Context: an optimization exercise on an open-source flow, tuned for small area, a short achievable clock period and few clock cycles per item. The choices shown serve that exercise and are no tape-out recipe.
RTL that was checked went through simulation tests only; none was proved equivalent to the original.
Power and IR drop assume default switching activity.

==> raven: inputs <==
## apply_front
module apply_front (
	input logic clk,
	input logic reset,
	input logic in_valid,
	output logic in_ready,
	input logic [3-1:0] in_id,
	input logic in_negate,
	input logic [1:0] in_op,
	input logic [16-1:0] in_f,
	input logic [16-1:0] in_g,
	output logic var_req_valid,
	input logic var_req_ready,
	output logic [16-2:0] var_req_node,
	input logic var_resp_valid,
	input logic [8-1:0] var_resp_var,
	input logic cfg_write,
	input logic [8-1:0] cfg_address,
	input logic [32-1:0] cfg_wdata,
	output logic out_valid,
	input logic out_ready,
	output logic [3-1:0] out_id,
	output logic out_negate,
	output logic [1:0] out_op,
	output logic [16-1:0] out_f,
	output logic [16-1:0] out_g,
	output logic out_hit,
	output logic [16-1:0] out_result,
	output logic [8-1:0] out_top,
	output logic out_fetch_f,
	output logic out_fetch_g,
	output logic out_quantify
);
==> module quantify_table, before the edit <==
module quantify_table (
	input logic clk,
	input logic reset,
	input logic cfg_write,
	input logic [8-1:0] cfg_address,
	input logic [32-1:0] cfg_wdata,
	input logic [8-1:0] qvar,
	output logic qbit  
);
	localparam int SEL_W = $clog2((256 / 32));
	logic [(256 / 32)-1:0][32-1:0] words;
	logic [(256 / 32)-1:0] qcol;
	logic [SEL_W-1:0] qsel;
	always_ff @(posedge clk)
	begin
		for (int i = 0; i < (256 / 32); i++)
		begin
			if (reset)
				words[i] <= '0;
			else if (cfg_write && cfg_address == i)
				words[i] <= cfg_wdata;
		end
	end
	always_ff @(posedge clk)
	begin
		for (int i = 0; i < (256 / 32); i++)
			qcol[i] <= words[i][qvar[4:0]];
		qsel <= qvar[8-1:5];
	end
	assign qbit = qcol[qsel];
endmodule
export LEC_CHECK = 0
export CAP_MARGIN = 20
export CORE_MARGIN = 2
export CORE_UTILIZATION = 40
export CTS_BUF_LIST = sky130_fd_sc_hd__clkbuf_8
export CTS_CLUSTER_DIAMETER = 60
export CTS_CLUSTER_SIZE = 16
export SETUP_SLACK_MARGIN = 3.15
export SLEW_MARGIN = 20
create_clock -name core_clock -period 5.5 [get_ports {clk}]
run.sh (not shown) runs the stock make flow with config.mk's settings and CLKGATE_MAP_FILE= SYNTH_SCRIPT=/design/flow/synth_recipe.tcl, a recipe that flattens the netlist after the stock synthesis.
==> yarrow (differences from raven) <==
--- a/flow/design.v
+++ b/flow/design.v
@@ -147,44 +147,40 @@
 	localparam int VW = 8;
 	logic [N-1:0][3-1:0] e_id;
 	logic [N-1:0] e_negate;
 	logic [N-1:0][1:0] e_op;
 	logic [N-1:0][IW-1:0] e_f;  
 	logic [N-1:0][IW-1:0] e_g;
 	logic [N-1:0] e_hit;
 	logic [N-1:0][1:0] e_c;
-	logic [N-1:0] e_swap;  
 	logic [N-1:0][VW-1:0] e_top;  
 	logic [N-1:0] e_x;  
 	logic [N-1:0] e_y;  
 	logic [N-1:0] e_q;
 	logic [N-1:0] e_pf;  
 	logic [N-1:0] e_pg;
 	logic [N-1:0] e_wf;  
 	logic [N-1:0] e_wg;
 	logic [PW:0] wp;  
 	logic [PW:0] ip;  
 	logic [PW:0] rp;  
 	logic [PW:0] wp_next;
 	logic [PW:0] rp_next;
-	logic [PW:0] used;  
-	logic full_next;
 	logic alloc;
 	logic [PW-1:0] wi;
 	logic [PW-1:0] ii;
 	logic [PW-1:0] ri;
 	logic g_valid;
 	logic g_pf;
 	logic g_pg;
 	logic g_avail;
 	logic g_load;
 	logic rq_open;
 	logic [IW-2:0] g_node;
-	logic [N-1:0][IW-2:0] e_next;
 	logic i_adv;
 	logic in_pf;
 	logic in_pg;
 	logic [PW-1:0] ti;
 	logic t_found;
 	logic t_more;  
 	logic second;  
 	logic [VW-1:0] first_var;  
@@ -207,32 +203,25 @@
 	logic [PW:0] ip_next;
 	logic head_done_next;
 	assign wi = wp[PW-1:0];
 	assign ii = ip[PW-1:0];
 	assign ri = rp[PW-1:0];
 	assign alloc = in_valid && in_ready;
 	assign wp_next = wp + alloc;
 	assign rp_next = rp + o_load;
-	assign used = wp - rp;
-	assign full_next = (used == N) ? (!o_load || alloc) : ((used == N - 1) && alloc && !o_load);
 	assign in_pf = !in_hit && in_need_f;
 	assign in_pg = !in_hit && in_need_g;
 	assign rq_open = !mem_req_valid || mem_req_ready;
 	assign g_valid = (ip != wp);
 	assign g_pf = e_pf[ii];
 	assign g_pg = e_pg[ii];
 	assign g_avail = g_valid && (g_pf || g_pg);
 	assign g_load = g_avail && rq_open;
-	always_comb
-	begin
-		for (int i = 0; i < N; i++)
-			e_next[i] = (e_pf[i] ^ e_swap[i]) ? e_f[i][IW-1:1] : e_g[i][IW-1:1];
-	end
-	assign g_node = e_next[ii];
+	assign g_node = (g_pf ^ e_c[ii][0]) ? e_f[ii][IW-1:1] : e_g[ii][IW-1:1];
 	assign i_adv = g_valid && (!(g_pf || g_pg) || (g_load && !(g_pf && g_pg)));
 	always_comb
 	begin
 		logic [PW-1:0] k;
 		t_found = 1'b0;
 		ti = ri;
 		for (int j = 0; j < N; j++)
 		begin
@@ -272,17 +261,17 @@
 	assign r_fonly = (e_op[ri] == 2'd3);
 	assign r_two = !r_fonly && e_c[ri][1];
 	assign r_ff = r_fonly || e_x[ri];
 	assign r_fg = r_two ? e_y[ri] : r_fonly ? (e_c[ri][0] || e_y[ri]) : 1'b1;
 	assign r_done = (rp != ip) && !(e_wf[ri] || e_wg[ri]);
 	assign o_load = r_done && (!out_valid || out_ready);
 	assign o_q = (rr_upd && rr_ti == ri) ? qbit : e_q[ri];
 	assign ip_next = i_adv ? ip + 1'b1 : ip;
-	assign head_done_next = !o_load && !(out_valid && !out_ready) &&
+	assign head_done_next = !o_load && !(out_valid && !out_ready) && (rp != ip_next) &&
 		mem_resp_valid && ti == ri && !t_more;
 	always_ff @(posedge clk)
 	begin
 		rr_ti <= ti;
 		if (mem_resp_valid)
 			first_var <= mem_resp_var;
 		if (g_load)
 			mem_req_node <= g_node;
@@ -299,17 +288,17 @@
 		end
 		else
 		begin
 			rr_upd <= mem_resp_valid && f_upd;
 			if (mem_resp_valid)
 				second <= t_more;
 			wp <= wp_next;
 			rp <= rp_next;
-			in_ready <= !full_next ||
+			in_ready <= !((wp_next[PW] != rp_next[PW]) && (wp_next[PW-1:0] == rp_next[PW-1:0])) ||
 				head_done_next;
 			ip <= ip_next;
 			if (rq_open)
 				mem_req_valid <= g_avail;
 			if (o_load)
 				out_valid <= 1'b1;
 			else if (out_ready)
 				out_valid <= 1'b0;
@@ -322,18 +311,18 @@
 			if (in_ready && wi == i)
 			begin
 				e_id[i] <= in_id;
 				e_negate[i] <= in_negate;
 				e_op[i] <= in_op;
 				e_f[i] <= in_f;
 				e_g[i] <= in_g;
 				e_hit[i] <= in_hit;
-				e_c[i] <= in_hit ? in_rsel : {in_need_f, in_shared};
-				e_swap[i] <= in_swap;
+				e_c[i] <= in_hit ? in_rsel :
+					{in_need_f, (in_op == 2'd3) ? in_shared : in_swap};
 			end
 		end
 	end
 	always_ff @(posedge clk)
 	begin
 		for (int i = 0; i < N; i++)
 		begin
 			if (reset)
@@ -392,17 +381,17 @@
 	always_ff @(posedge clk)
 	begin
 		if (o_load)
 		begin
 			out_id <= e_id[ri];
 			out_negate <= e_negate[ri];
 			out_op <= e_op[ri];
 			out_hit <= e_hit[ri];
-			if (e_swap[ri] && !e_hit[ri])
+			if (e_c[ri][0] && !e_hit[ri] && !r_fonly)
 			begin
 				out_f <= e_g[ri];
 				out_g <= e_f[ri];
 			end
 			else
 			begin
 				out_f <= e_f[ri];
 				out_g <= e_g[ri];
@@ -427,26 +416,28 @@
 	input logic cfg_write,
 	input logic [8-1:0] cfg_address,
 	input logic [32-1:0] cfg_wdata,
 	input logic [8-1:0] qvar,
 	output logic qbit  
 );
 	localparam int SEL_W = $clog2((256 / 32));
 	logic [(256 / 32)-1:0][32-1:0] words;
+	logic [32-1:0] wdata;
+	logic wr_any;
 	logic [(256 / 32)-1:0] qcol;
 	logic [SEL_W-1:0] qsel;
+	assign wdata = reset ? '0 : cfg_wdata;
+	assign wr_any = cfg_write && (cfg_address[8-1:SEL_W] == '0);
 	always_ff @(posedge clk)
 	begin
 		for (int i = 0; i < (256 / 32); i++)
 		begin
-			if (reset)
-				words[i] <= '0;
-			else if (cfg_write && cfg_address == i)
-				words[i] <= cfg_wdata;
+			if (reset || (wr_any && cfg_address[SEL_W-1:0] == i))
+				words[i] <= wdata;
 		end
 	end
 	always_ff @(posedge clk)
 	begin
 		for (int i = 0; i < (256 / 32); i++)
 			qcol[i] <= words[i][qvar[4:0]];
 		qsel <= qvar[8-1:5];
 	end
- CTS_CLUSTER_SIZE: 16 -> 12
==> quartz (differences from raven) <==
--- a/flow/design.v
+++ b/flow/design.v
@@ -427,26 +427,28 @@
 	input logic cfg_write,
 	input logic [8-1:0] cfg_address,
 	input logic [32-1:0] cfg_wdata,
 	input logic [8-1:0] qvar,
 	output logic qbit  
 );
 	localparam int SEL_W = $clog2((256 / 32));
 	logic [(256 / 32)-1:0][32-1:0] words;
+	logic [32-1:0] wdata;
+	logic wr_any;
 	logic [(256 / 32)-1:0] qcol;
 	logic [SEL_W-1:0] qsel;
+	assign wdata = reset ? '0 : cfg_wdata;
+	assign wr_any = cfg_write && (cfg_address[8-1:SEL_W] == '0);
 	always_ff @(posedge clk)
 	begin
 		for (int i = 0; i < (256 / 32); i++)
 		begin
-			if (reset)
-				words[i] <= '0;
-			else if (cfg_write && cfg_address == i)
-				words[i] <= cfg_wdata;
+			if (reset || (wr_any && cfg_address[SEL_W-1:0] == i))
+				words[i] <= wdata;
 		end
 	end
 	always_ff @(posedge clk)
 	begin
 		for (int i = 0; i < (256 / 32); i++)
 			qcol[i] <= words[i][qvar[4:0]];
 		qsel <= qvar[8-1:5];
 	end
- SETUP_SLACK_MARGIN: 3.15 -> 3.25
==> comparison <==
Worst hold slack: raven < yarrow < quartz.
Global-route usage: yarrow < quartz < raven.
Of quartz and raven, raven has the higher design area (gap about 1.7%, measured against raven).
In yarrow the non-clock buffer count is lower than in quartz, by 13.
Sequential power: raven < yarrow < quartz.
Combinational power: quartz > raven > yarrow.
First-iteration DRC count: raven > yarrow > quartz.
Area after synthesis: quartz is lower than raven (about 4.3%).
Testbench counts of quartz, summed over its fixed seeds: cycles 9,328, items 4,000.
For raven and yarrow, only the layout was checked, not whether the RTL still works.

==> static timing again, ports no longer ideal <==
Ports are ideal in the flow. The routed layouts listed here were re-timed in OpenROAD. Step 1 (the two cells are an assumption about what drives the block):
set clk [get_ports {clk}]
set_driving_cell -lib_cell sky130_fd_sc_hd__clkbuf_16 $clk
set_driving_cell -lib_cell sky130_fd_sc_hd__buf_2 [delete_from_list [all_inputs] $clk]
Step 2 adds t to the input delays and takes it off the output delays; t is the mean of the earliest and latest rising clock arrival at the registers after step 1. Input paths then give back, and output paths get back, about the clock's delay inside the block. Three values: no drivers, after step 1, after step 2; two values: the first two.
run | t (ns) | setup WS [ns] | worst hold slack (ns) | slew at the worst register clock pin (ns) | worst slew at a driven data input, ns
raven | 0.715 | 3.071 / 3.013 / 2.380 | 0.458 / 0.458 / 0.458 | 0.10 / 0.10 | 0.10
yarrow | 0.749 | 2.963 / 2.987 / 2.246 | 0.471 / 0.471 / 0.471 | 0.09 / 0.09 | 0.10
quartz | 0.694 | 3.042 / 2.982 / 2.460 | 0.497 / 0.497 / 0.497 | 0.11 / 0.11 | 0.14
After both steps every run listed still meets setup and hold. The setup slack of yarrow, which loses most, moves by +0.024 ns with the drivers and by -0.717 ns with both steps.
